What follows belongs to an exercise in optimizing a design on an open flow for small area, a short achievable clock period and few clock cycles per item; a production flow would make more cautious choices. In this exercise RTL edits were held to simulation tests only and were not proved equivalent to the original.

// lidar_polar_to_cartesian_unit
module lidar_polar_to_cartesian_unit (
    input  logic        clk,
    input  logic        rst_n,
    input  logic        cfg_we,
    input  logic [1:0]  cfg_addr,
    input  logic [31:0] cfg_wdata,
    input  logic        s_axis_tvalid,
    output logic        s_axis_tready,
    input  logic [23:0] s_axis_tdata,
    input  logic        s_axis_tuser,
    input  logic        s_axis_tlast,
    output logic        m_axis_tvalid,
    input  logic        m_axis_tready,
    output logic [55:0] m_axis_tdata,
    output logic        m_axis_tuser,
    output logic        m_axis_tlast
);
Size in the first run: about 18000 cells after synthesis, roughly 130 I/O pins.
export LEC_CHECK = 0
export ABC_AREA = 1
export CAP_MARGIN = 20
export CORE_MARGIN = 2
export CORE_UTILIZATION = 55
export CTS_CLUSTER_DIAMETER = 70
export CTS_CLUSTER_SIZE = 25
export PLACE_DENSITY = 0.7
export SLEW_MARGIN = 20
create_clock -name core_clock -period 10.0 [get_ports {clk}]
standard.sh (not shown) runs the stock make flow with config.mk's settings and CLKGATE_MAP_FILE= SYNTH_SCRIPT=/design/flow/synth_recipe.tcl, a recipe that flattens the netlist after the stock synthesis.
==> flow/flow/run.sh <==
#!/bin/bash
# Own layout flow: the standard layout (standard.sh, unchanged synthesis and
# steps), with repair_timing asked to leave SETUP_SLACK_MARGIN ns of setup slack
# at the design's clock period, so that paths are sized for the period the
# design can reach rather than for the 10 ns constraint. The SDC, the clock
# period and every other setting stay the standard flow's.
set -euo pipefail
export SETUP_SLACK_MARGIN="${LP2C_SETUP_MARGIN:-6.5}"
bash standard.sh finish > standard_flow.log 2>&1
The baseline completed without violations.
Testbench counts at the start, summed over its fixed seeds: cycles 8,384, items 8,192.
==> next run, changes <==
CORE_UTILIZATION = 70   (was 55)
PLACE_DENSITY = 0.85   (was 0.7)
=> Global-route usage rose by 7.9 points; worst setup slack loses 0.17 ns; synthesized area is unchanged.
==> next run, changes <==
CORE_UTILIZATION = 65   (was 70)
PLACE_DENSITY = 0.8   (was 0.85)
Result:
- area after synthesis stays the same
- setup slack gains 0.062 ns
- design area hardly moves
- wire length decreases by 4.5%

---

== run E ==
lidar_polar_to_cartesian_unit, a different RTL version from the one above (not shown whole).
For scale: roughly 21000 cells after synthesis, roughly 130 I/O pins, roughly 190000 µm² of cells after synthesis.
clock: 10.0 ns
lec_check: 0
abc_area: 1
cap_margin: 20
core_margin: 2
core_utilization: 65
cts_cluster_diameter: 70
cts_cluster_size: 25
place_density: 0.8
slew_margin: 20
Scripts as last shown in full above: flow/flow/run.sh
Run E reached the final stage; the timing, design-rule and antenna checks on its layout passed.
Testbench counts of run E, summed over its fixed seeds: cycles 8,384, items 8,192.
Setup changes, run E to run A
Settings: PLACE_DENSITY changed from 0.8 to 0.7; CORE_UTILIZATION changed from 65 to 55.
[summary]
Summary of run A over run E: number of cells in the design after placement up about 2.6%.
Between run A and run E, the count of clock-buffer cells in the layout is higher for run A.

---

== north ==
Another version of the RTL of lidar_polar_to_cartesian_unit (not shown whole).
Size in the first run: roughly 170000 µm² of cells after synthesis.
clock: 10.0 ns
lec_check: 0
cap_margin: 20
core_margin: 2
core_utilization: 55
cts_cluster_diameter: 80
cts_cluster_size: 30
place_density: 0.7
slew_margin: 20
==> flow/flow/run.sh <==
#!/bin/bash
# Own layout flow: the standard layout (standard.sh, unchanged synthesis and
# steps), with repair_timing asked to leave SETUP_SLACK_MARGIN ns of setup slack
# at the design's clock period, so that paths are sized for the period the
# design can reach rather than for the 10 ns constraint. The SDC, the clock
# period and every other setting stay the standard flow's.
set -euo pipefail
export SETUP_SLACK_MARGIN="${LP2C_SETUP_MARGIN:-6.2}"
bash standard.sh finish > standard_flow.log 2>&1
The final layout from north, which completed every stage, passed the timing, design-rule and antenna checks at the end of the flow.
Testbench counts of north, summed over its fixed seeds: cycles 8,376, items 8,192.
## Diff of input files: middle against north
Settings: CORE_UTILIZATION now 40, was 55; CTS_CLUSTER_DIAMETER no longer set, was 80; PLACE_DENSITY no longer set, was 0.7; CTS_CLUSTER_SIZE no longer set, was 30.
- middle | status: complete | timing, DRC, antenna: pass
- Compare middle and north | starting density of the core lower: middle
- Delta (middle minus north): final worst clock skew -0.024 ns; number of core rows saw an increase.
- Worst path arrival time down 0.02 ns in middle wrt north

port drivers added, routing unchanged:
Ports are ideal in the flow. The routed layouts listed here were re-timed in OpenROAD.
Step 1 sets driving cells, clkbuf_16 on the clock port and buf_2 on the other inputs (assumed; they add their load-dependent delay and slew).
Step 2 moves the port delays by t, midway between the first and last clock arrival at a register: inputs arrive t later, outputs are due t later. That takes back most of the time a late clock gives input paths.
Slacks: ideal / step 1 / step 2; pairs: ideal / step 1.
run | t, ns | setup slack, ns | worst setup path after step 2
the first run of note 1 | 1.000 | 6.435 / 6.345 / 5.654 | input to register
the second run of note 1 | 1.002 | 6.261 / 6.261 / 5.654 | input to register
the third run of note 1 | 0.992 | 6.323 / 6.323 / 5.650 | input to register
run E | 1.002 | 6.439 / 6.335 / 5.658 | input to register
run A | 1.028 | 6.412 / 6.305 / 5.612 | input to register
north | 0.961 | 5.072 / 5.072 / 5.072 | register to register
middle | 1.032 | 5.172 / 5.172 / 5.172 | register to register
After both steps setup and hold are still met in every run listed. The setup slack of run A, which loses most, moves by -0.107 ns with the drivers and by -0.800 ns with both steps.
